Background: an optimization exercise with open tools, aiming at small area, a short achievable clock period and few clock cycles per item. Do not read the settings as production practice. The RTL was checked by simulation tests, not by an equivalence proof against the original design. Power and IR drop assume default switching activity.

### design/flow/design.v
package md5_pkg;
  typedef struct packed {
    logic [31:0] data_word;
    logic [2:0]  valid_bytes;
    logic        last_word;
  } md5_in_t;
  typedef struct packed {
    logic [31:0] digest_word;
    logic [1:0]  word_index;
    logic        digest_last;
  } md5_out_t;
  typedef struct packed {
    logic [31:0] data_word;
    logic [2:0]  nbytes;
    logic        last;
  } md5_item_t;
  typedef struct packed {
    logic      vld;
    md5_item_t item;
  } md5_qhead_t;
  typedef enum logic [5:0] {
    S_IDLE = 6'b000001,
    S_BYTE = 6'b000010,
    S_LOAD = 6'b000100,
    S_COMP = 6'b001000,
    S_ADD  = 6'b010000,
    S_OUT  = 6'b100000
  } md5_state_t;
  typedef enum logic [3:0] {
    SRC_DATA  = 4'b0001,
    SRC_PAD80 = 4'b0010,
    SRC_ZERO  = 4'b0100,
    SRC_LEN   = 4'b1000
  } md5_src_t;
  localparam logic [1:0] PH_F = 2'd0;
  localparam logic [1:0] PH_G = 2'd1;
  localparam logic [1:0] PH_H = 2'd2;
  localparam logic [2:0] MAX_BYTES = 3'd4;
  localparam logic [7:0] PAD_BYTE  = 8'h80;
  localparam logic [5:0] LEN_POS   = 6'd56;
  localparam logic [127:0] MD5_IV = {
    32'h10325476, 32'h98badcfe, 32'hefcdab89, 32'h67452301
  };
endpackage
module md5_front (
  input  logic                clk,
  input  logic                rst_n,
  input  md5_pkg::md5_in_t    in_data,
  input  logic                in_push,
  output logic                in_full,
  output md5_pkg::md5_qhead_t head_o,
  input  logic                pop_i
);
  md5_pkg::md5_item_t q0_r, q1_r;
  logic       wr_r, wr_nxt;
  logic       rd_r, rd_nxt;
  logic [1:0] cnt_r, cnt_nxt;
  logic       wr_en;
  logic       rd_en;
  md5_pkg::md5_item_t item;
  assign item = {in_data.data_word,
                 (in_data.valid_bytes > md5_pkg::MAX_BYTES) ? md5_pkg::MAX_BYTES
                                                            : in_data.valid_bytes,
                 in_data.last_word};
  assign in_full     = (cnt_r == 2'd2);
  assign wr_en       = in_push && !in_full;
  assign rd_en       = pop_i && (cnt_r != 2'd0);
  assign head_o.vld  = (cnt_r != 2'd0);
  assign head_o.item = rd_r ? q1_r : q0_r;
  always_comb begin
    wr_nxt  = wr_r ^ wr_en;
    rd_nxt  = rd_r ^ rd_en;
    cnt_nxt = cnt_r;
    if (wr_en && !rd_en) begin
      cnt_nxt = cnt_r + 2'd1;
    end else if (!wr_en && rd_en) begin
      cnt_nxt = cnt_r - 2'd1;
    end
  end
  always_ff @(posedge clk) begin
    if (!rst_n) begin
      wr_r  <= 1'b0;
      rd_r  <= 1'b0;
      cnt_r <= 2'd0;
    end else begin
      wr_r  <= wr_nxt;
      rd_r  <= rd_nxt;
      cnt_r <= cnt_nxt;
    end
  end
  always_ff @(posedge clk) begin
    if (wr_en && !wr_r) begin
      q0_r <= item;
    end
    if (wr_en && wr_r) begin
      q1_r <= item;
    end
  end
endmodule
module md5_core (
  input  logic                clk,
  input  logic                rst_n,
  input  md5_pkg::md5_qhead_t head_i,
  output logic                pop_o,
  output md5_pkg::md5_out_t   out_data,
  output logic                out_empty,
  input  logic                out_pop
);
  md5_pkg::md5_state_t state_r, state_nxt;
  md5_pkg::md5_src_t   src_r, src_nxt;
  logic [31:0] word_r;
  logic [2:0]  nb_r;
  logic        last_r;
  logic [2:0]  idx_r, idx_nxt;
  logic [5:0]  pos_r, pos_nxt;
  logic [63:0] blen_r, blen_nxt;
  logic [5:0]  step_r, step_nxt;
  logic [1:0]  oidx_r, oidx_nxt;
  logic [31:0] buf_r [16];
  logic [3:0][31:0] chain_r, chain_nxt;
  logic [31:0] a_r, b_r, c_r, d_r;
  logic [31:0] a_nxt, b_nxt, c_nxt, d_nxt;
  logic [31:0] pre_r, pre_nxt;
  logic        item_ld;
  logic        put;
  logic [7:0]  pbyte;
  logic [5:0]  nstep;
  logic [31:0] f;
  logic [31:0] t;
  logic [31:0] b_step;
  logic [4:0]  rot_s;
  logic [63:0] rot_dbl;
  logic [31:0] kc;
  logic [3:0]  midx;
  always_comb begin
    case (step_r[5:4])
      md5_pkg::PH_F: f = (b_r & c_r) | (~b_r & d_r);
      md5_pkg::PH_G: f = (b_r & d_r) | (c_r & ~d_r);
      md5_pkg::PH_H: f = b_r ^ c_r ^ d_r;
      default:       f = c_r ^ (b_r | ~d_r);
    endcase
    t = f + a_r + pre_r;
  end
  assign nstep   = (state_r == md5_pkg::S_LOAD) ? 6'd0 : step_r + 6'd1;
  assign pre_nxt = buf_r[midx] + kc;
  always_comb begin
    case ({step_r[5:4], step_r[1:0]})
      4'd0:  rot_s = 5'd7;
      4'd1:  rot_s = 5'd12;
      4'd2:  rot_s = 5'd17;
      4'd3:  rot_s = 5'd22;
      4'd4:  rot_s = 5'd5;
      4'd5:  rot_s = 5'd9;
      4'd6:  rot_s = 5'd14;
      4'd7:  rot_s = 5'd20;
      4'd8:  rot_s = 5'd4;
      4'd9:  rot_s = 5'd11;
      4'd10: rot_s = 5'd16;
      4'd11: rot_s = 5'd23;
      4'd12: rot_s = 5'd6;
      4'd13: rot_s = 5'd10;
      4'd14: rot_s = 5'd15;
      default: rot_s = 5'd21;
    endcase
    rot_dbl = {t, t} << rot_s;
  end
  assign b_step = b_r + rot_dbl[63:32];
  always_comb begin
    case (nstep[5:4])
      2'd0:    midx = nstep[3:0];
      2'd1:    midx = nstep[3:0] * 4'd5 + 4'd1;
      2'd2:    midx = nstep[3:0] * 4'd3 + 4'd5;
      default: midx = nstep[3:0] * 4'd7;
    endcase
  end
  always_comb begin
    case (nstep)
      6'd0:  kc = 32'hd76aa478;
      6'd1:  kc = 32'he8c7b756;
      6'd2:  kc = 32'h242070db;
      6'd3:  kc = 32'hc1bdceee;
      6'd4:  kc = 32'hf57c0faf;
      6'd5:  kc = 32'h4787c62a;
      6'd6:  kc = 32'ha8304613;
      6'd7:  kc = 32'hfd469501;
      6'd8:  kc = 32'h698098d8;
      6'd9:  kc = 32'h8b44f7af;
      6'd10: kc = 32'hffff5bb1;
      6'd11: kc = 32'h895cd7be;
      6'd12: kc = 32'h6b901122;
      6'd13: kc = 32'hfd987193;
      6'd14: kc = 32'ha679438e;
      6'd15: kc = 32'h49b40821;
      6'd16: kc = 32'hf61e2562;
      6'd17: kc = 32'hc040b340;
      6'd18: kc = 32'h265e5a51;
      6'd19: kc = 32'he9b6c7aa;
      6'd20: kc = 32'hd62f105d;
      6'd21: kc = 32'h02441453;
      6'd22: kc = 32'hd8a1e681;
      6'd23: kc = 32'he7d3fbc8;
      6'd24: kc = 32'h21e1cde6;
      6'd25: kc = 32'hc33707d6;
      6'd26: kc = 32'hf4d50d87;
      6'd27: kc = 32'h455a14ed;
      6'd28: kc = 32'ha9e3e905;
      6'd29: kc = 32'hfcefa3f8;
      6'd30: kc = 32'h676f02d9;
      6'd31: kc = 32'h8d2a4c8a;
      6'd32: kc = 32'hfffa3942;
      6'd33: kc = 32'h8771f681;
      6'd34: kc = 32'h6d9d6122;
      6'd35: kc = 32'hfde5380c;
      6'd36: kc = 32'ha4beea44;
      6'd37: kc = 32'h4bdecfa9;
      6'd38: kc = 32'hf6bb4b60;
      6'd39: kc = 32'hbebfbc70;
      6'd40: kc = 32'h289b7ec6;
      6'd41: kc = 32'heaa127fa;
      6'd42: kc = 32'hd4ef3085;
      6'd43: kc = 32'h04881d05;
      6'd44: kc = 32'hd9d4d039;
      6'd45: kc = 32'he6db99e5;
      6'd46: kc = 32'h1fa27cf8;
      6'd47: kc = 32'hc4ac5665;
      6'd48: kc = 32'hf4292244;
      6'd49: kc = 32'h432aff97;
      6'd50: kc = 32'hab9423a7;
      6'd51: kc = 32'hfc93a039;
      6'd52: kc = 32'h655b59c3;
      6'd53: kc = 32'h8f0ccc92;
      6'd54: kc = 32'hffeff47d;
      6'd55: kc = 32'h85845dd1;
      6'd56: kc = 32'h6fa87e4f;
      6'd57: kc = 32'hfe2ce6e0;
      6'd58: kc = 32'ha3014314;
      6'd59: kc = 32'h4e0811a1;
      6'd60: kc = 32'hf7537e82;
      6'd61: kc = 32'hbd3af235;
      6'd62: kc = 32'h2ad7d2bb;
      default: kc = 32'heb86d391;
    endcase
  end
  always_comb begin
    state_nxt = state_r;
    src_nxt   = src_r;
    idx_nxt   = idx_r;
    pos_nxt   = pos_r;
    blen_nxt  = blen_r;
    step_nxt  = step_r;
    oidx_nxt  = oidx_r;
    chain_nxt = chain_r;
    a_nxt     = a_r;
    b_nxt     = b_r;
    c_nxt     = c_r;
    d_nxt     = d_r;
    pop_o     = 1'b0;
    item_ld   = 1'b0;
    put       = 1'b0;
    pbyte     = 8'h00;
    case (state_r)
      md5_pkg::S_IDLE: begin
        if (head_i.vld) begin
          pop_o     = 1'b1;
          item_ld   = 1'b1;
          idx_nxt   = 3'd0;
          src_nxt   = md5_pkg::SRC_DATA;
          state_nxt = md5_pkg::S_BYTE;
        end
      end
      md5_pkg::S_BYTE: begin
        case (src_r)
          md5_pkg::SRC_DATA: begin
            if (idx_r < nb_r) begin
              put      = 1'b1;
              pbyte    = word_r[{idx_r[1:0], 3'b000} +: 8];
              idx_nxt  = idx_r + 3'd1;
              blen_nxt = blen_r + 64'd8;
            end
            if (idx_nxt >= nb_r) begin
              if (last_r) begin
                src_nxt = md5_pkg::SRC_PAD80;
              end else begin
                state_nxt = md5_pkg::S_IDLE;
              end
            end
          end
          md5_pkg::SRC_PAD80: begin
            put     = 1'b1;
            pbyte   = md5_pkg::PAD_BYTE;
            src_nxt = md5_pkg::SRC_ZERO;
          end
          md5_pkg::SRC_ZERO: begin
            if (pos_r == md5_pkg::LEN_POS) begin
              src_nxt = md5_pkg::SRC_LEN;
            end else begin
              put = 1'b1;
            end
          end
          md5_pkg::SRC_LEN: begin
            put   = 1'b1;
            pbyte = blen_r[{pos_r[2:0], 3'b000} +: 8];
          end
          default: ;
        endcase
        if (put) begin
          pos_nxt = pos_r + 6'd1;
          if (&pos_r) begin
            state_nxt = md5_pkg::S_LOAD;
          end
        end
      end
      md5_pkg::S_LOAD: begin
        a_nxt     = chain_r[0];
        b_nxt     = chain_r[1];
        c_nxt     = chain_r[2];
        d_nxt     = chain_r[3];
        step_nxt  = 6'd0;
        state_nxt = md5_pkg::S_COMP;
      end
      md5_pkg::S_COMP: begin
        a_nxt    = d_r;
        d_nxt    = c_r;
        c_nxt    = b_r;
        b_nxt    = b_step;
        step_nxt = step_r + 6'd1;
        if (&step_r) begin
          state_nxt = md5_pkg::S_ADD;
        end
      end
      md5_pkg::S_ADD: begin
        chain_nxt[0] = chain_r[0] + a_r;
        chain_nxt[1] = chain_r[1] + b_r;
        chain_nxt[2] = chain_r[2] + c_r;
        chain_nxt[3] = chain_r[3] + d_r;
        state_nxt    = (src_r == md5_pkg::SRC_LEN) ? md5_pkg::S_OUT : md5_pkg::S_BYTE;
      end
      md5_pkg::S_OUT: begin
        if (out_pop) begin
          oidx_nxt = oidx_r + 2'd1;
          if (&oidx_r) begin
            chain_nxt = md5_pkg::MD5_IV;
            blen_nxt  = 64'd0;
            state_nxt = md5_pkg::S_IDLE;
          end
        end
      end
      default: state_nxt = md5_pkg::S_IDLE;
    endcase
  end
  always_ff @(posedge clk) begin
    if (!rst_n) begin
      state_r <= md5_pkg::S_IDLE;
      src_r   <= md5_pkg::SRC_DATA;
      idx_r   <= 3'd0;
      pos_r   <= 6'd0;
      blen_r  <= 64'd0;
      step_r  <= 6'd0;
      oidx_r  <= 2'd0;
      chain_r <= md5_pkg::MD5_IV;
    end else begin
      state_r <= state_nxt;
      src_r   <= src_nxt;
      idx_r   <= idx_nxt;
      pos_r   <= pos_nxt;
      blen_r  <= blen_nxt;
      step_r  <= step_nxt;
      oidx_r  <= oidx_nxt;
      chain_r <= chain_nxt;
    end
  end
  always_ff @(posedge clk) begin
    a_r   <= a_nxt;
    b_r   <= b_nxt;
    c_r   <= c_nxt;
    d_r   <= d_nxt;
    pre_r <= pre_nxt;
    if (item_ld) begin
      word_r <= head_i.item.data_word;
      nb_r   <= head_i.item.nbytes;
      last_r <= head_i.item.last;
    end
    if (put) begin
      buf_r[pos_r[5:2]][{pos_r[1:0], 3'b000} +: 8] <= pbyte;
    end
  end
  assign out_empty            = (state_r != md5_pkg::S_OUT);
  assign out_data.digest_word = chain_r[oidx_r];
  assign out_data.word_index  = oidx_r;
  assign out_data.digest_last = &oidx_r;
endmodule
module md5_hash_engine_top (
  input  logic                clk,
  input  logic                rst_n,
  input  md5_pkg::md5_in_t    in_data,
  input  logic                in_push,
  output logic                in_full,
  output md5_pkg::md5_out_t   out_data,
  output logic                out_empty,
  input  logic                out_pop
);
  md5_pkg::md5_qhead_t head;
  logic                pop;
  md5_front u_front (
    .clk     (clk),
    .rst_n   (rst_n),
    .in_data (in_data),
    .in_push (in_push),
    .in_full (in_full),
    .head_o  (head),
    .pop_i   (pop)
  );
  md5_core u_core (
    .clk       (clk),
    .rst_n     (rst_n),
    .head_i    (head),
    .pop_o     (pop),
    .out_data  (out_data),
    .out_empty (out_empty),
    .out_pop   (out_pop)
  );
endmodule
### design/flow/run.sh
#!/bin/bash
# synth_recipe.tcl (not shown) runs the flow's synth.tcl, then flattens the netlist and writes it again
# the make line also repeats each setting of config.mk as NAME=value (left out here)
make -C /OpenROAD-flow-scripts/flow DESIGN_CONFIG=/design/flow/config.mk WORK_HOME=/design/flow/orfs CLKGATE_MAP_FILE= SYNTH_SCRIPT=/design/flow/synth_recipe.tcl finish
### design/flow/config.mk
export PLATFORM = sky130hd
export DESIGN_NAME = md5_hash_engine_top
export DESIGN_NICKNAME = md5_hash_engine_top
export VERILOG_FILES = /design/flow/design.v
export SDC_FILE = /design/flow/constraint.sdc
export NUM_CORES = 4
export LEC_CHECK = 0
export CAP_MARGIN = 20
export CORE_MARGIN = 2
export CORE_UTILIZATION = 40
export SLEW_MARGIN = 20
### design/flow/constraint.sdc
create_clock -name core_clock -period 11.0 [get_ports {clk}]
set_input_delay 2.2000 -clock core_clock [delete_from_list [all_inputs] [get_ports {clk}]]
set_output_delay 2.2000 -clock core_clock [all_outputs]
set_load 0.01 [all_outputs]
==> flow_metrics.env <==
export IMPL_hold_buffers=0
export IMPL_worstHoldStart="u_core.chain_r[3]$_SDFFE_PN0P_"
export IMPL_grt_overflow_total=0
export IMPL_avgViaCountPerCell=5.94
export IMPL_multi_input_area_um2=29800
export IMPL_critPathBufInv=2
export IMPL_synth_seq_cells=1005
export IMPL_min_to="u_core.chain_r[3]$_SDFFE_PN0P_"
export IMPL_yosys_area_top_type_share=0.378
export IMPL_wl_per_cell_um=23.8
export IMPL_ios=77
export IMPL_htree_levels=3
export IMPL_synth_avg_cell_area_um2=9.67
export IMPL_syn2layout_area_growth_pct=10.8
export IMPL_rsz0062_at_grt="false"
export IMPL_fmax_mhz=101
export IMPL_wl_um=193000
export IMPL_die_x_um=390
export IMPL_io_buffers=76
export IMPL_drive_gt1_frac=0.0778
export IMPL_grt_pass1_wl_um=287000
export IMPL_cts_tree="done"
export IMPL_synthCells=6149
export IMPL_initial_core_util=0.403
export IMPL_finalHoldViolCount=0
export IMPL_whs_path_depth=2
export IMPL_critPathTopFamily="compound AO/OA/AOI/OAI gates"
export IMPL_start_kind="register"
export IMPL_seq_area_um2=27600
export IMPL_syn_area_um2=59400
export IMPL_cts_resized=0
export IMPL_hp_class="register to register"
export IMPL_r2r_end="u_core.b_r[31]$_DFFE_PN_"
export IMPL_fin_cells=8114
export IMPL_track_usage=0.246
export IMPL_rows=141
export IMPL_critPathSlowestCell="nor2b_4"
export IMPL_slew_violations=0
export IMPL_worst_slew_pin_slew_ns=1.14
export IMPL_holdWs_ns=0.493
export IMPL_drc=0
export IMPL_num_vias=48200
export IMPL_die_area_um2=152000
export IMPL_setup_viol=0
export IMPL_cts_buffers=108
export IMPL_path_max_fanout=34
export IMPL_fin_crit_ns=9.94
export IMPL_r2r_start="u_core.step_r[5]$_SDFFE_PN0N_"
export IMPL_antenna_found_initial=5
export IMPL_ys_warn_count=2
export IMPL_grt_pass1_vias=45500
export IMPL_grt_max_degree=95
export IMPL_critPathRequiredTime_ns=11.59
export IMPL_outcome="finished clean"
export IMPL_worstRegToRegCells=29
export IMPL_tns_ns=0
export IMPL_cts_sinks=1005
export IMPL_synthTopCellsByArea="edfxtp_1 38%, dfxtp_1 8.7%, nand2_1 7.1%, ha_1 5.6%, a21oi_1 3.0%"
export IMPL_post_dp_hpwl_um=135000
export IMPL_nNetsFinal=6436
export IMPL_dpl_cell_count=7907
export IMPL_die_y_um=390
export IMPL_synth_most_common_cell="nand2_1"
export IMPL_r2r_slack_ns=1.06
export IMPL_synth_top_area_cell="edfxtp_1"
export IMPL_syn_num_nets=6496
export IMPL_async_flop_share=0
export IMPL_fin_crit_sh=0.904
export IMPL_fillers=13900
export IMPL_post_cts_buffers=0
export IMPL_clock_skew_ns=0.0957
export IMPL_place_gp_congestion=0.961
export IMPL_clkSlewWorstSetupHoldPaths_ns=0.06
export IMPL_clkLatencyLatePin_ns=0.76
export IMPL_drtPass1Iterations=6
export IMPL_end_kind="register"
export IMPL_final_util=0.446
export IMPL_synth_edf_count=748
export IMPL_dp_slack_ns=1.17
export IMPL_yosysSeqAreaShare=0.464
export IMPL_crit_arrival_ns=10.53
export IMPL_ys_top_cells_by_count="1131 x nand2_1, 748 x edfxtp_1, 467 x nor2_1"
export IMPL_ant_nets=0
export IMPL_cts_buffer_depth=3
export IMPL_critPathKind="register to register"
export IMPL_clock_root_buffer="clkbuf_16"
export IMPL_p_leak_nw=24.3
export IMPL_ys_types=97
export IMPL_worst_slack_ns=1.06
export IMPL_peakVddDrop_uv=174
export IMPL_drv_cap=0
export IMPL_core_area_um2=148000
export IMPL_ys_flop_type="edfxtp_1"
export IMPL_critPathMaxStageDelay_ns=0.81
export IMPL_maxSlewHeadroom=0.234
export IMPL_drt_iter0_drc=4988
export IMPL_power_density_nw_per_um2=126
worst reg2reg max path, delay by kind of cell, from the launching register on:
family / cells / cell delay [ns]
buf+inv: 2 / 0.24
xor+xnor: 1 / 0.09
mux: 4 / 1.45
flops: 1 / 0.58
simple gates: 5 / 2.03
compound gates: 14 / 4.42
fa+ha+maj: 3 / 1.06
logic make-up after synthesis:
| group | after synthesis | share of synthesized area |
|---|---|---|
| adders and majority gates | 337 | 0.0748 |
| and+or+nand+nor | 2247 | 0.165 |
| buffers and inverters | 591 | 0.0375 |
| muxes | 229 | 0.0546 |
| DFF | 1005 | 0.464 |
| xor gates and xnor gates | 280 | 0.0413 |
| AOI/OAI and AO/OA | 1460 | 0.162 |
state kept, by name (all words and copies together) (netlist names), 32 cells and up:
register and count:
u_core.b_r 32, u_core.c_r 32, u_core.d_r 32, u_core.blen_r 61, u_core.word_r 32, u_core.buf_r 512, u_core.a_r 32, u_front.q0_r 36
u_core.chain_r 128, u_core.pre_r 32, u_front.q1_r 36
per-layer routing:
| metal | part of all wire | global-route usage | routed length [um] |
|---|---|---|---|
| met4 | 0.036 | 0.0882 | 7010 |
| met1 | 0.43 | 0.337 | 83600 |
| met3 | 0.063 | 0.0311 | 12200 |
| met5 | 0 | 0 | 0 |
| met2 | 0.47 | 0.400 | 90000 |
cell type report:
type / instances / area share
multi-input cells: 4553 / 0.452
inverters: 250 / 0.0143
clock inverters: 57 / 0.00828
repair buffers: 171 / 0.0230
well taps: 1930 / 0.0367
diodes: 3 / 0.000114
clock buffers: 145 / 0.0460
flip-flops and latches: 1005 / 0.419
how the worst max path moves through the flow:
stage                                       start                  endpoint  slack [ns]  depth (start not counted)
finish              u_core.step_r[5]$_SDFFE_PN0N_  u_core.b_r[31]$_DFFE_PN_        1.06                         29
global route        u_core.step_r[5]$_SDFFE_PN0N_  u_core.b_r[31]$_DFFE_PN_        0.51                         29
CTS                 u_core.step_r[5]$_SDFFE_PN0N_  u_core.b_r[31]$_DFFE_PN_        1.19                         29
detailed placement  u_core.step_r[5]$_SDFFE_PN0N_  u_core.b_r[31]$_DFFE_PN_        1.17                         29
global placement    u_core.step_r[5]$_SDFFE_PN0N_  u_core.b_r[31]$_DFFE_PN_        1.34                         29
floorplan           u_core.step_r[4]$_SDFFE_PN0N_  u_core.b_r[31]$_DFFE_PN_        2.73                         32
report_power, final:
group	switching [W]	leakage, nW	internal [W]
registers	0.0000584	7.82	0.00418
logic	0.000223	14.8	0.000153
clock network	0.00159	1.74	0.00206
total	0.00187	24.3	0.00640
per-stage QoR:
stage | power [W] | cell area (um^2)
2_1_floorplan | 0.00455 | 59400
3_3_place_gp | 0.00469 | 62200
3_5_place_dp | 0.00470 | 62200
4_1_cts | 0.00832 | 65800
5_1_grt | 0.00850 | 65800
6_report | 0.00827 | 65900
cells in the final DEF, fill, tap and decap left out, types with 102 or more instances in the layout:
cell type / instances
xnor2_1: 139
a311oi_1: 102
nand3_1: 224
a21oi_1: 358
o21ai_0: 284
edfxtp_1: 748
xor2_1: 139
clkbuf_16: 114
nor2_1: 442
nand2_1: 1124
ha_1: 264
dfxtp_1: 251
inv_1: 241
Testbench counts, summed over its fixed seeds: cycles 122,626, bytes 43,719.

static timing again, ports no longer ideal:
In the flow no input, the clock included, has a driving cell. The finished layout below was timed again as built, in two steps. Step 1 assumes that a clkbuf_16 drives the clock port and a buf_2 every other input. Step 2 moves the port delays by t, midway between the first and last clock arrival at a register: inputs arrive t later, outputs are due t later. That takes back most of the time a late clock gives input paths. Three values: ideal ports, drivers, drivers and shift; two values: the first two.
t (ns): 0.797
setup slack, ns: 1.056 / 1.056 / 1.056
worst register clock-pin slew, ns: 0.07 / 0.07
After both steps this run still meets setup and hold. The setup slack of this run moves by 0.000 ns with the drivers and by 0.000 ns with both steps.
